From an optimization exercise on the open Yosys and OpenROAD flow, aimed at small area, a short achievable clock period and few clock cycles per item; shortcuts taken in it are not production practice.
At most, simulation tests tie the RTL to the original design; equivalence was not proved.
Power and IR drop assume default switching activity.

birch:
## tga_truecolor_rle_decoder_core
module tga_truecolor_rle_decoder_core (
  input  logic        clk,
  input  logic        rst,
  input  logic        byte_valid,
  output logic        byte_stall,
  input  logic [7:0]  data_byte,
  input  logic        start_of_file,
  output logic        result_valid,
  input  logic        result_stall,
  output logic [1:0]  result_kind,
  output logic [31:0] pixel_rgba,
  output logic [15:0] dest_row,
  output logic [15:0] dest_column,
  output logic [7:0]  run_length,
  output logic [15:0] image_width,
  output logic [15:0] image_height,
  output logic        image_done
);
Settings: LEC_CHECK=0, CAP_MARGIN=20, CORE_MARGIN=2, CORE_UTILIZATION=40, SETUP_SLACK_MARGIN=4.3, SLEW_MARGIN=20; clock period 7.5 ns.
standard.sh (not shown) runs the stock make flow with config.mk's settings and CLKGATE_MAP_FILE= SYNTH_SCRIPT=/design/flow/synth_recipe.tcl, a recipe that flattens the netlist after the stock synthesis.
==> flow/flow/run.sh <==
#!/bin/bash
# The standard layout, with plain buf_1 cells as the port buffers (the
# default picks a clkdlybuf4s50_1 delay cell for every port).  Repair still
# upsizes any port buffer that timing needs.
set -euo pipefail
export BUFFER_PORTS_ARGS="-buffer_cell sky130_fd_sc_hd__buf_1"
bash standard.sh > standard_flow.log 2>&1
Testbench counts of birch, summed over its fixed seeds: cycles 128,044, bytes 128,035.
The following lists how cedar was set up differently from birch:
diff --git a/flow/design.v b/flow/design.v
--- a/flow/design.v
+++ b/flow/design.v
@@ -98,24 +98,28 @@
   logic [31:0] rgba;
   logic [15:0] orow;
   logic [7:0]  olen;
   logic        odone;
   logic        hk;           
   logic        w1, w_big;
   logic        accept;
   logic        free;
+  logic [2:0]  ph_eff;
+  logic [4:0]  hp_eff;
   logic        complete;
   logic        hdr_emit;
   logic        fire_raw, fire_run, fire;
   assign w1       = (wid == 16'd1);
   assign w_big    = (wid[15:7] != 9'd0);
   assign free     = !vld || !result_stall;
   assign byte_stall = result_stall;
   assign accept   = byte_valid && !result_stall;
+  assign ph_eff   = start_of_file ? PH_HDR : phase;
+  assign hp_eff   = start_of_file ? 5'd0 : hpos;
   assign complete = (hpos[1:0] == (alpha ? 2'd3 : 2'd2));
   assign hdr_emit = accept && !start_of_file && (phase == PH_HDR) && (hpos == 5'd17);
   assign fire_raw = accept && !start_of_file && (phase == PH_PIX) && complete && !(rle && prun);
   assign fire_run = pend && !busy && free;
   assign fire     = fire_raw || fire_run;
   logic [6:0] r_next;
   logic [1:0] q_next;
   logic [1:0] d_init, d_in, d_next;
@@ -219,26 +223,21 @@
       end
       if (fire) begin
         pend  <= 1'b0;
         prow  <= row_dec;
         cpend <= 1'b1;
         cwrap <= c_wrap;
         cadd  <= c_wrap ? t_low : ra;
       end
-      if (accept && start_of_file) begin
-        cnt   <= data_byte;
-        hpos  <= 5'd1;
-        phase <= PH_HDR;
-        busy  <= 1'b0;
-        rq    <= 8'd0;
-      end else if (accept) begin
-        case (phase)
+      if (accept) begin
+        case (ph_eff)
           PH_HDR: begin
-            case (hpos)
+            case (hp_eff)
+              5'd0:  cnt <= data_byte;
               5'd1:  unsup <= (data_byte != 8'd0);
               5'd2: begin
                 rle     <= (data_byte == tgarle_pkg::TYPE_RLE);
                 badtype <= (data_byte != tgarle_pkg::TYPE_TRUECOLOUR) &&
                            (data_byte != tgarle_pkg::TYPE_RLE);
               end
               5'd12: wid[7:0]   <= data_byte;
               5'd13: wid[15:8]  <= data_byte;
@@ -247,33 +246,38 @@
               5'd16: begin
                 alpha <= (data_byte == tgarle_pkg::DEPTH_32);
                 unsup <= unsup || ((data_byte != tgarle_pkg::DEPTH_24) &&
                                    (data_byte != tgarle_pkg::DEPTH_32));
               end
               default: begin
               end
             endcase
-            if (hpos == 5'd17) begin
+            if (start_of_file) begin
+              busy <= 1'b0;
+              rq   <= 8'd0;
+            end
+            if (hp_eff == 5'd17) begin
               hpos <= 5'd0;
               rgba <= 32'd0;
               ra   <= 7'd0;
               rq   <= 8'd0;
               prun <= 1'b0;
               pcol <= 16'd0;
               prow <= row_dec1;                   
               if (badtype || unsup || (wid == 16'd0) || (prow == 16'd0)) begin
                 phase <= PH_IDLE;
               end else if (cnt != 8'd0) begin
                 phase <= PH_SKIP;
               end else begin
                 phase <= rle ? PH_PKT : PH_PIX;
               end
             end else begin
-              hpos <= hpos + 5'd1;
+              hpos  <= hp_eff + 5'd1;
+              phase <= PH_HDR;
             end
           end
           PH_SKIP: begin
             cnt <= cnt - 8'd1;
             if (cnt == 8'd1) begin
               phase <= rle ? PH_PKT : PH_PIX;
             end
           end
Results
- Post-CTS setup-driven buffer insertion count (birch / cedar): 0.55
- The via count reported for cedar is lower than the one for birch.
- cedar vs birch on transition time at the pin with the least slew margin: cedar is the lower one.
- A cell with the largest stage delay on the worst path of sky130_fd_sc_hd__buf_6 is what cedar shows, while sky130_fd_sc_hd__buf_8 belongs to birch.
- From birch to cedar the numbers moved as follows: post-route met1 wirelength shows no meaningful change; detailed-route wire length shrank by 240 um; leakage power figure now larger.
- On worst slack on hold paths: between birch and cedar, it ends up higher for birch.
The RTL of cedar was laid out without a check of its function.

========
tga_truecolor_rle_decoder_core, a different RTL version from the one above (not shown whole).
Size in the first run: ~1000 cells after synthesis, roughly 160 flip-flops, ~120 I/O pins, roughly 0.0097 mm² of cells after synthesis.
clock: 7.5 ns
lec_check: 0
cap_margin: 20
core_margin: 2
core_utilization: 40
cts_buf_list: sky130_fd_sc_hd__clkbuf_8
setup_slack_margin: 4.2
slew_margin: 20
Scripts as last shown in full above: flow/flow/run.sh
Testbench counts at the start, summed over its fixed seeds: cycles 128,614, bytes 128,035.
Next try:
--- a/flow/design.v
+++ b/flow/design.v
@@ -63,16 +63,17 @@
   logic        rle, alpha, badtype, unsup, prun;
   logic        pend;         
   logic        busy;         
   logic        wk;           
   logic        hold;         
   logic        hdec;         
   logic [6:0]  ra;           
   logic        vld;
+  logic [1:0]  kind;
   logic [31:0] rgba;
   logic [15:0] orow;
   logic [7:0]  olen;
   logic        odone;
   logic        hk;           
   logic        w_big;
   logic        accept;
   logic        free;
@@ -259,32 +260,33 @@
       if (fire && f_done && !(accept && start_of_file)) begin
         phase <= PH_IDLE;
       end
     end
   end
   always_ff @(posedge clk) begin
     if (hdr_emit) begin
       hk    <= 1'b1;
+      kind  <= badtype ? tgarle_pkg::KIND_BAD_TYPE :
+               unsup   ? tgarle_pkg::KIND_UNSUPPORTED : tgarle_pkg::KIND_HEADER;
       orow  <= 16'd0;
       olen  <= 8'd0;
       odone <= !badtype && !unsup && ((wid == 16'd0) || (prow == 16'd0));
     end else if (fire) begin
       hk    <= 1'b0;
+      kind  <= tgarle_pkg::KIND_RUN;
       if (!wk) orow <= prow;
       olen  <= f_len;
       odone <= f_done;
     end else if (take && !wk) begin
       orow  <= prow;
     end
   end
   assign result_valid = vld;
-  assign result_kind  = !hk     ? tgarle_pkg::KIND_RUN :
-                        badtype ? tgarle_pkg::KIND_BAD_TYPE :
-                        unsup   ? tgarle_pkg::KIND_UNSUPPORTED : tgarle_pkg::KIND_HEADER;
+  assign result_kind  = kind;
   assign pixel_rgba   = rgba;
   assign dest_row     = orow;
   assign dest_column  = pcol;
   assign run_length   = olen;
   assign image_width  = hk ? wid : 16'd0;
   assign image_height = hk ? prow : 16'd0;
   assign image_done   = odone;
 endmodule
=> Wire length is higher by about 4%; hold slack improved by 0.030 ns; via count went up by about 0.4%; power grows by about 1.4%; core utilization rises by 0.59 points; design area goes up by 0.96%; synthesized area is about the same; sequential share of layout area came out higher by 0.17 points; global-route usage increases by 0.51 points; worst setup slack improved by 0.080 ns; final cell count drops by about 1.2%; clock power increases by about 3%; clock-buffer cell count does not change.
Testbench counts after the change, summed over its fixed seeds: cycles 128,614, bytes 128,035.

========
Setup of v6:
RTL: one of the versions met above, not the one the previous note started from.
Size in the first run: roughly 980 cells after synthesis, about 160 flip-flops.
==> flow/config.mk <==
export PLATFORM = sky130hd
export DESIGN_NAME = tga_truecolor_rle_decoder_core
export DESIGN_NICKNAME = tga_truecolor_rle_decoder_core
export VERILOG_FILES = /design/flow/design.v
export SDC_FILE = /design/flow/constraint.sdc
export NUM_CORES = 4
export LEC_CHECK = 0
export CAP_MARGIN = 20
export CORE_MARGIN = 2
export CORE_UTILIZATION = 40
export CTS_BUF_LIST = sky130_fd_sc_hd__clkbuf_8
export SETUP_SLACK_MARGIN = 4.1
export SLEW_MARGIN = 20
==> flow/constraint.sdc <==
create_clock -name core_clock -period 7.5 [get_ports {clk}]
set_input_delay 1.5000 -clock core_clock [delete_from_list [all_inputs] [get_ports {clk}]]
set_output_delay 1.5000 -clock core_clock [all_outputs]
set_load 0.01 [all_outputs]
==> flow/flow/run.sh <==
#!/bin/bash
# The standard layout, with plain buf_1 cells as the port buffers (the
# default picks a clkdlybuf4s50_1 delay cell for every port).  Repair still
# upsizes any port buffer that timing needs.
set -euo pipefail
export BUFFER_PORTS_ARGS="-buffer_cell sky130_fd_sc_hd__buf_1"
# byte_stall follows result_stall through one gate: keep their pins together
export PLACE_PINS_ARGS="-group_pins {result_stall byte_stall}"
bash standard.sh > standard_flow.log 2>&1
Testbench counts of v6, summed over its fixed seeds: cycles 128,614, bytes 128,035.
Input changes introduced in v7 (baseline for comparison: v6):
--- a/flow/design.v
+++ b/flow/design.v
@@ -59,25 +59,24 @@
   logic        cpend;        
   logic        cwrap;        
   logic [6:0]  cadd;         
   logic [7:0]  crem;         
   logic        rle, alpha, badtype, unsup, prun;
   logic        pend;         
   logic        busy;         
   logic        wk;           
   logic        hold;         
   logic        hdec;         
   logic [6:0]  ra;           
   logic        vld;
-  logic [1:0]  kind;
   logic [31:0] rgba;
   logic [15:0] orow;
   logic [7:0]  olen;
   logic        odone;
   logic        hk;           
   logic        w_big;
   logic        accept;
   logic        free;
   logic        complete;
   logic        hdr_emit;
   logic        fire_raw, fire_run, fire;
   assign w_big    = (wid[15:7] != 9'd0);
@@ -256,37 +255,36 @@
           default: begin
           end
         endcase
       end
       if (fire && f_done && !(accept && start_of_file)) begin
         phase <= PH_IDLE;
       end
     end
   end
   always_ff @(posedge clk) begin
     if (hdr_emit) begin
       hk    <= 1'b1;
-      kind  <= badtype ? tgarle_pkg::KIND_BAD_TYPE :
-               unsup   ? tgarle_pkg::KIND_UNSUPPORTED : tgarle_pkg::KIND_HEADER;
       orow  <= 16'd0;
       olen  <= 8'd0;
       odone <= !badtype && !unsup && ((wid == 16'd0) || (prow == 16'd0));
     end else if (fire) begin
       hk    <= 1'b0;
-      kind  <= tgarle_pkg::KIND_RUN;
       if (!wk) orow <= prow;
       olen  <= f_len;
       odone <= f_done;
     end else if (take && !wk) begin
       orow  <= prow;
     end
   end
   assign result_valid = vld;
-  assign result_kind  = kind;
+  assign result_kind  = !hk     ? tgarle_pkg::KIND_RUN :
+                        badtype ? tgarle_pkg::KIND_BAD_TYPE :
+                        unsup   ? tgarle_pkg::KIND_UNSUPPORTED : tgarle_pkg::KIND_HEADER;
   assign pixel_rgba   = rgba;
   assign dest_row     = orow;
   assign dest_column  = pcol;
   assign run_length   = olen;
   assign image_width  = hk ? wid : 16'd0;
   assign image_height = hk ? prow : 16'd0;
   assign image_done   = odone;
 endmodule
==> run summary <==
v7 ends up with a global routing usage on met3 that is 1.1 points higher than in v6. Quantity of gates resized following cts ends up higher on v7. In v7 the combinational power turned out about 5% higher than in v6. Core utilization: v7 lower than v6. For the setup slack after placement, v7 came in 130 ps higher than v6 did. Changes observed in v7 relative to v6: sequential share of layout area went down, global-route usage went up. v7 contains fewer vias than v6. Fmax: v7 below v6. In v7 relative to v6, final cell count had gone up slightly. Per the comparison of v7 with v6, number of flip-flops and latches in the synthesized netlist decreased 1.3%, data arrival time of the critical path increased 100 ps, sum of routed wire length over all layers decreased 0.68%. Minimum clock period: v7 vs v6 up 96 ps.
Testbench counts of v7, summed over its fixed seeds: cycles 128,614, bytes 128,035.

========
The RTL this note starts from:
==> flow/design.v <==
package tgarle_pkg;
  localparam logic [1:0] KIND_HEADER      = 2'd0;
  localparam logic [1:0] KIND_RUN         = 2'd1;
  localparam logic [1:0] KIND_BAD_TYPE    = 2'd2;
  localparam logic [1:0] KIND_UNSUPPORTED = 2'd3;
  localparam logic [7:0] TYPE_TRUECOLOUR = 8'd2;
  localparam logic [7:0] TYPE_RLE        = 8'd10;
  localparam logic [7:0] DEPTH_24        = 8'd24;
  localparam logic [7:0] DEPTH_32        = 8'd32;
  localparam logic [7:0] OPAQUE_ALPHA   = 8'hff;
endpackage
module tgarle_row_div (
  input  logic [15:0] row_in,
  input  logic        c,
  output logic [15:0] dec_one,
  output logic [15:0] dec_c
);
  logic [15:0] low_zero;    
  always_comb begin
    low_zero[0] = 1'b1;
    for (int i = 1; i < 16; i++) begin
      low_zero[i] = ((row_in & ((16'd1 << i) - 16'd1)) == 16'd0);
    end
    for (int i = 0; i < 16; i++) begin
      dec_one[i] = row_in[i] ^ low_zero[i];
      dec_c[i]   = row_in[i] ^ (c && low_zero[i]);
    end
  end
endmodule
module tga_truecolor_rle_decoder_core (
  input  logic        clk,
  input  logic        rst,
  input  logic        byte_valid,
  output logic        byte_stall,
  input  logic [7:0]  data_byte,
  input  logic        start_of_file,
  output logic        result_valid,
  input  logic        result_stall,
  output logic [1:0]  result_kind,
  output logic [31:0] pixel_rgba,
  output logic [15:0] dest_row,
  output logic [15:0] dest_column,
  output logic [7:0]  run_length,
  output logic [15:0] image_width,
  output logic [15:0] image_height,
  output logic        image_done
);
  localparam logic [2:0] PH_IDLE = 3'd0;
  localparam logic [2:0] PH_HDR  = 3'd1;
  localparam logic [2:0] PH_SKIP = 3'd2;
  localparam logic [2:0] PH_PKT  = 3'd3;
  localparam logic [2:0] PH_PIX  = 3'd4;
  logic [2:0]  phase;
  logic [4:0]  hpos;         
  logic [7:0]  cnt;          
  logic [15:0] wid;
  logic [15:0] prow;         
  logic [15:0] pcol;         
  logic        cpend;        
  logic        cwrap;        
  logic [6:0]  cadd;         
  logic [7:0]  crem;         
  logic        rle, alpha, badtype, unsup, prun;
  logic        pend;         
  logic        busy;         
  logic        wk;           
  logic        hold;         
  logic        hdec;         
  logic [6:0]  ra;           
  logic        vld;
  logic [1:0]  kind;
  logic [31:0] rgba;
  logic [15:0] orow;
  logic [7:0]  olen;
  logic        odone;
  logic        hk;           
  logic        w_big;
  logic        accept;
  logic        free;
  logic        complete;
  logic        hdr_emit;
  logic        fire_raw, fire_run, fire;
  assign w_big    = (wid[15:7] != 9'd0);
  assign free     = !vld || !result_stall;
  assign byte_stall = result_stall || hold;
  assign accept   = byte_valid && !byte_stall;
  assign complete = (hpos[1:0] == (alpha ? 2'd3 : 2'd2));
  assign hdr_emit = accept && !start_of_file && (phase == PH_HDR) && (hpos == 5'd17);
  assign fire_raw = accept && !start_of_file && (phase == PH_PIX) && complete && !(rle && prun);
  logic        wrow_zero, wrow_one;
  logic [7:0]  sub1;
  logic [8:0]  sub2;
  logic        take, take_next, iter;
  assign wrow_zero = (prow == 16'd0);
  assign wrow_one  = (prow == 16'd1);
  assign sub1      = {1'b0, ra} - {1'b0, wid[6:0]};
  assign sub2      = {2'b00, ra} - {1'b0, wid[6:0], 1'b0};
  assign iter      = busy && (wk || free);
  assign take      = iter && !w_big && !sub1[7] && !wrow_zero;
  assign take_next = take && !sub2[8] && !wrow_one;
  assign fire_run = pend && free && !(busy && (take || !iter));
  assign fire     = fire_raw || fire_run;
  logic        c_wrap;
  logic [6:0]  t_low;
  logic [16:0] s_add;
  logic [15:0] s_col;
  logic        f_done;
  logic [7:0]  want;
  logic [7:0]  len_done;
  logic [7:0]  f_len;
  logic [15:0] col_next;
  logic [15:0] row_one;      
  logic [15:0] row_fin;      
  always_comb begin
    c_wrap = !crem[7] && (ra >= crem[6:0]);
    t_low  = ra - crem[6:0];                      
    s_add  = {pcol, 1'b1} + {9'd0, cadd, 1'b1};   
    s_col  = s_add[16:1];
    col_next = cwrap ? {9'd0, cadd} : s_col;
    f_done = c_wrap && wrow_zero;
    want   = prun ? cnt : 8'd1;
    len_done = want - {1'b0, t_low};             
    f_len  = f_done ? len_done : want;
  end
  tgarle_row_div u_dec (.row_in (prow), .c (c_wrap), .dec_one (row_one), .dec_c (row_fin));
  logic [15:0] crem_full;
  assign crem_full = wid + ~pcol;
  always_ff @(posedge clk) begin
    crem <= (crem_full[15:7] != 9'd0) ? 8'd128 : {1'b0, crem_full[6:0]};
  end
  logic set_pend;
  assign set_pend = accept && !start_of_file && (phase == PH_PIX) && complete && rle && prun;
  always_ff @(posedge clk) begin
    if (rst) begin
      phase <= PH_IDLE;
      pend  <= 1'b0;
      cpend <= 1'b0;
      hdec  <= 1'b0;
      busy  <= 1'b0;
      hold  <= 1'b0;
      vld   <= 1'b0;
    end else begin
      if (fire || hdr_emit) begin
        vld <= 1'b1;
      end else if (!result_stall) begin
        vld <= 1'b0;
      end
      hold <= (set_pend || (pend && !fire)) && take_next;
      if (hdec && free) begin
        hdec <= 1'b0;
        prow <= row_one;
      end
      if (take) begin
        ra   <= sub1[6:0];
        prow <= row_one;
        wk   <= 1'b1;
      end else if (iter) begin
        busy <= 1'b0;
      end
      if (cpend && free) begin
        cpend <= 1'b0;
        pcol  <= col_next;
      end
      if (fire) begin
        pend  <= 1'b0;
        busy  <= 1'b0;
        wk    <= 1'b0;
        prow  <= row_fin;
        cpend <= 1'b1;
        cwrap <= c_wrap;
        cadd  <= c_wrap ? t_low : ra;
      end
      if (accept && start_of_file) begin
        cnt   <= data_byte;
        hpos  <= 5'd1;
        phase <= PH_HDR;
        busy  <= 1'b0;
        wk    <= 1'b0;
      end else if (accept) begin
        case (phase)
          PH_HDR: begin
            case (hpos)
              5'd1:  unsup <= (data_byte != 8'd0);
              5'd2: begin
                rle     <= (data_byte == tgarle_pkg::TYPE_RLE);
                badtype <= (data_byte != tgarle_pkg::TYPE_TRUECOLOUR) &&
                           (data_byte != tgarle_pkg::TYPE_RLE);
              end
              5'd12: wid[7:0]   <= data_byte;
              5'd13: wid[15:8]  <= data_byte;
              5'd14: prow[7:0]  <= data_byte;
              5'd15: prow[15:8] <= data_byte;
              5'd16: begin
                alpha <= (data_byte == tgarle_pkg::DEPTH_32);
                unsup <= unsup || ((data_byte != tgarle_pkg::DEPTH_24) &&
                                   (data_byte != tgarle_pkg::DEPTH_32));
              end
              default: begin
              end
            endcase
            if (hpos == 5'd17) begin
              hpos <= 5'd0;
              rgba <= 32'd0;
              ra   <= 7'd0;
              prun <= 1'b0;
              pcol <= 16'd0;
              hdec <= 1'b1;
              if (badtype || unsup || (wid == 16'd0) || (prow == 16'd0)) begin
                phase <= PH_IDLE;
              end else if (cnt != 8'd0) begin
                phase <= PH_SKIP;
              end else begin
                phase <= rle ? PH_PKT : PH_PIX;
              end
            end else begin
              hpos <= hpos + 5'd1;
            end
          end
          PH_SKIP: begin
            cnt <= cnt - 8'd1;
            if (cnt == 8'd1) begin
              phase <= rle ? PH_PKT : PH_PIX;
            end
          end
          PH_PKT: begin
            cnt   <= {1'b0, data_byte[6:0]} + 8'd1;
            prun  <= data_byte[7];
            phase <= PH_PIX;
            busy  <= data_byte[7];
            ra    <= data_byte[7] ? data_byte[6:0] : 7'd0;
          end
          PH_PIX: begin
            case (hpos[1:0])
              2'd0: rgba[15:8]  <= data_byte;
              2'd1: rgba[23:16] <= data_byte;
              2'd2: begin
                rgba[31:24] <= data_byte;
                if (!alpha) rgba[7:0] <= tgarle_pkg::OPAQUE_ALPHA;
              end
              default: rgba[7:0] <= data_byte;
            endcase
            if (!complete) begin
              hpos <= hpos + 5'd1;
            end else begin
              hpos <= 5'd0;
              if (rle && prun) begin
                pend  <= 1'b1;
                phase <= PH_PKT;
              end else if (rle) begin
                if (cnt == 8'd1) begin
                  phase <= PH_PKT;
                end else begin
                  cnt <= cnt - 8'd1;
                end
              end
            end
          end
          default: begin
          end
        endcase
      end
      if (fire && f_done && !(accept && start_of_file)) begin
        phase <= PH_IDLE;
      end
    end
  end
  always_ff @(posedge clk) begin
    if (hdr_emit) begin
      hk    <= 1'b1;
      kind  <= badtype ? tgarle_pkg::KIND_BAD_TYPE :
               unsup   ? tgarle_pkg::KIND_UNSUPPORTED : tgarle_pkg::KIND_HEADER;
      orow  <= 16'd0;
      olen  <= 8'd0;
      odone <= !badtype && !unsup && ((wid == 16'd0) || (prow == 16'd0));
    end else if (fire) begin
      hk    <= 1'b0;
      kind  <= tgarle_pkg::KIND_RUN;
      if (!wk) orow <= prow;
      olen  <= f_len;
      odone <= f_done;
    end else if (take && !wk) begin
      orow  <= prow;
    end
  end
  assign result_valid = vld;
  assign result_kind  = kind;
  assign pixel_rgba   = rgba;
  assign dest_row     = orow;
  assign dest_column  = pcol;
  assign run_length   = olen;
  assign image_width  = hk ? wid : 16'd0;
  assign image_height = hk ? prow : 16'd0;
  assign image_done   = odone;
endmodule
export LEC_CHECK = 0
export CAP_MARGIN = 20
export CORE_MARGIN = 2
export CORE_UTILIZATION = 40
export CTS_BUF_LIST = sky130_fd_sc_hd__clkbuf_8
export SETUP_SLACK_MARGIN = 4.1
export SLEW_MARGIN = 20
create_clock -name core_clock -period 7.5 [get_ports {clk}]
==> flow/flow/run.sh <==
#!/bin/bash
# The standard layout, with plain buf_1 cells as the port buffers (the
# default picks a clkdlybuf4s50_1 delay cell for every port).  Repair still
# upsizes any port buffer that timing needs.
set -euo pipefail
export BUFFER_PORTS_ARGS="-buffer_cell sky130_fd_sc_hd__buf_1"
bash standard.sh > standard_flow.log 2>&1
Testbench counts at the start, summed over its fixed seeds: cycles 128,553, bytes 128,035.
Edit:
--- a/flow/design.v
+++ b/flow/design.v
@@ -50,9 +50,9 @@
   localparam logic [2:0] PH_SKIP = 3'd2;
   localparam logic [2:0] PH_PKT  = 3'd3;
   localparam logic [2:0] PH_PIX  = 3'd4;
   logic [2:0]  phase;
-  logic [4:0]  hpos;         
+  logic [1:0]  hpos;         
   logic [7:0]  cnt;          
   logic [15:0] wid;
   logic [15:0] prow;         
   logic [15:0] pcol;         
@@ -83,22 +83,18 @@
   assign w_big    = (wid[15:7] != 9'd0);
   assign free     = !vld || !result_stall;
   assign byte_stall = result_stall || hold;
   assign accept   = byte_valid && !byte_stall;
-  assign complete = (hpos[1:0] == (alpha ? 2'd3 : 2'd2));
-  assign hdr_emit = accept && !start_of_file && (phase == PH_HDR) && (hpos == 5'd17);
+  assign complete = (hpos == (alpha ? 2'd3 : 2'd2));
+  assign hdr_emit = accept && !start_of_file && (phase == PH_HDR) && (cnt == 8'd0);
   assign fire_raw = accept && !start_of_file && (phase == PH_PIX) && complete && !(rle && prun);
-  logic        wrow_zero, wrow_one;
+  logic        wrow_zero;
   logic [7:0]  sub1;
-  logic [8:0]  sub2;
-  logic        take, take_next, iter;
+  logic        take, iter;
   assign wrow_zero = (prow == 16'd0);
-  assign wrow_one  = (prow == 16'd1);
   assign sub1      = {1'b0, ra} - {1'b0, wid[6:0]};
-  assign sub2      = {2'b00, ra} - {1'b0, wid[6:0], 1'b0};
   assign iter      = busy && (wk || free);
   assign take      = iter && !w_big && !sub1[7] && !wrow_zero;
-  assign take_next = take && !sub2[8] && !wrow_one;
   assign fire_run = pend && free && !(busy && (take || !iter));
   assign fire     = fire_raw || fire_run;
   logic        c_wrap;
   logic [6:0]  t_low;
@@ -122,12 +118,14 @@
     len_done = want - {1'b0, t_low};             
     f_len  = f_done ? len_done : want;
   end
   tgarle_row_div u_dec (.row_in (prow), .c (c_wrap), .dec_one (row_one), .dec_c (row_fin));
-  logic [15:0] crem_full;
-  assign crem_full = wid + ~pcol;
+  logic [6:0] crem_lo;
+  logic       crem_big;
+  assign crem_lo  = wid[6:0] + ~pcol[6:0];
+  assign crem_big = ({1'b0, wid} > ({1'b0, pcol} + 17'd128));
   always_ff @(posedge clk) begin
-    crem <= (crem_full[15:7] != 9'd0) ? 8'd128 : {1'b0, crem_full[6:0]};
+    crem <= crem_big ? 8'd128 : {1'b0, crem_lo};
   end
   logic set_pend;
   assign set_pend = accept && !start_of_file && (phase == PH_PIX) && complete && rle && prun;
   always_ff @(posedge clk) begin
@@ -144,9 +142,9 @@
         vld <= 1'b1;
       end else if (!result_stall) begin
         vld <= 1'b0;
       end
-      hold <= (set_pend || (pend && !fire)) && take_next;
+      hold <= (set_pend || (pend && !fire)) && take;
       if (hdec && free) begin
         hdec <= 1'b0;
         prow <= row_one;
       end
@@ -170,51 +168,51 @@
         cwrap <= c_wrap;
         cadd  <= c_wrap ? t_low : ra;
       end
       if (accept && start_of_file) begin
-        cnt   <= data_byte;
-        hpos  <= 5'd1;
+        {prun, ra} <= data_byte;
+        cnt   <= 8'd16;
         phase <= PH_HDR;
         busy  <= 1'b0;
         wk    <= 1'b0;
       end else if (accept) begin
         case (phase)
           PH_HDR: begin
-            case (hpos)
-              5'd1:  unsup <= (data_byte != 8'd0);
-              5'd2: begin
+            cnt <= cnt - 8'd1;
+            case (cnt)
+              8'd16: unsup <= (data_byte != 8'd0);
+              8'd15: begin
                 rle     <= (data_byte == tgarle_pkg::TYPE_RLE);
                 badtype <= (data_byte != tgarle_pkg::TYPE_TRUECOLOUR) &&
                            (data_byte != tgarle_pkg::TYPE_RLE);
               end
-              5'd12: wid[7:0]   <= data_byte;
-              5'd13: wid[15:8]  <= data_byte;
-              5'd14: prow[7:0]  <= data_byte;
-              5'd15: prow[15:8] <= data_byte;
-              5'd16: begin
+              8'd5:  wid[7:0]   <= data_byte;
+              8'd4:  wid[15:8]  <= data_byte;
+              8'd3:  prow[7:0]  <= data_byte;
+              8'd2:  prow[15:8] <= data_byte;
+              8'd1:  begin
                 alpha <= (data_byte == tgarle_pkg::DEPTH_32);
                 unsup <= unsup || ((data_byte != tgarle_pkg::DEPTH_24) &&
                                    (data_byte != tgarle_pkg::DEPTH_32));
               end
               default: begin
               end
             endcase
-            if (hpos == 5'd17) begin
-              hpos <= 5'd0;
+            if (cnt == 8'd0) begin
+              cnt  <= {prun, ra};
+              hpos <= 2'd0;
               rgba <= 32'd0;
               ra   <= 7'd0;
               prun <= 1'b0;
               pcol <= 16'd0;
               hdec <= 1'b1;
               if (badtype || unsup || (wid == 16'd0) || (prow == 16'd0)) begin
                 phase <= PH_IDLE;
-              end else if (cnt != 8'd0) begin
+              end else if ({prun, ra} != 8'd0) begin
                 phase <= PH_SKIP;
               end else begin
                 phase <= rle ? PH_PKT : PH_PIX;
               end
-            end else begin
-              hpos <= hpos + 5'd1;
             end
           end
           PH_SKIP: begin
             cnt <= cnt - 8'd1;
@@ -229,9 +227,9 @@
             busy  <= data_byte[7];
             ra    <= data_byte[7] ? data_byte[6:0] : 7'd0;
           end
           PH_PIX: begin
-            case (hpos[1:0])
+            case (hpos)
               2'd0: rgba[15:8]  <= data_byte;
               2'd1: rgba[23:16] <= data_byte;
               2'd2: begin
                 rgba[31:24] <= data_byte;
@@ -239,11 +237,11 @@
               end
               default: rgba[7:0] <= data_byte;
             endcase
             if (!complete) begin
-              hpos <= hpos + 5'd1;
+              hpos <= hpos + 2'd1;
             end else begin
-              hpos <= 5'd0;
+              hpos <= 2'd0;
               if (rle && prun) begin
                 pend  <= 1'b1;
                 phase <= PH_PKT;
               end else if (rle) begin
Worst setup slack improves by 0.0049 ns.
Worst hold slack hardly moves.
Routed wire length came out lower by 8.9%.
Clock power came out lower by about 2%.
Non-clock buffer count is lower by 12.
Area after synthesis goes down by 5.7%.
Core utilization drops by 0.98 points.
Testbench counts after the change, summed over its fixed seeds: cycles 128,614, bytes 128,035.

-- separate check: timing with driven ports --
No port has a modelled driver above. Below, the same layouts with a new extraction and two added sets of constraints. Step 1 assumes that a clkbuf_16 drives the clock port and a buf_2 every other input. Step 2, shift: input delay + t, output delay - t, t = (earliest + latest rising clock arrival at the registers) / 2. This alone moves slack from input paths to output paths. Slacks: ideal ports / drivers / drivers and shift; pairs: ideal ports / drivers.
| run | shift t [ns] | slack for setup (ns) | worst setup path after step 2 | worst register clock-pin slew, ns | worst data-port slew with drivers (ns) |
|---|---|---|---|---|---|
| birch | 0.502 | 4.279 / 4.241 / 3.919 | input to register | 0.08 / 0.08 | 0.05 |
| cedar | 0.496 | 4.265 / 4.204 / 3.798 | input to register | 0.08 / 0.08 | 0.08 |
| the first run of note 2 | 0.520 | 4.034 / 3.978 / 3.654 | input to register | 0.12 / 0.12 | 0.07 |
| the second run of note 2 | 0.526 | 4.113 / 4.065 / 3.691 | input to register | 0.12 / 0.12 | 0.06 |
| v6 | 0.522 | 4.129 / 4.097 / 3.675 | input to register | 0.11 / 0.11 | 0.04 |
| v7 | 0.512 | 4.033 / 3.978 / 3.658 | input to register | 0.11 / 0.11 | 0.07 |
| the first run of note 4 | 0.504 | 4.125 / 4.073 / 3.649 | input to register | 0.10 / 0.10 | 0.07 |
| the second run of note 4 | 0.506 | 4.130 / 4.097 / 3.790 | input to register | 0.10 / 0.10 | 0.04 |
After both steps every run listed still meets setup and hold. For the first run of note 4, which loses most, drivers alone change the setup slack by -0.052 ns; drivers and shift together by -0.476 ns.
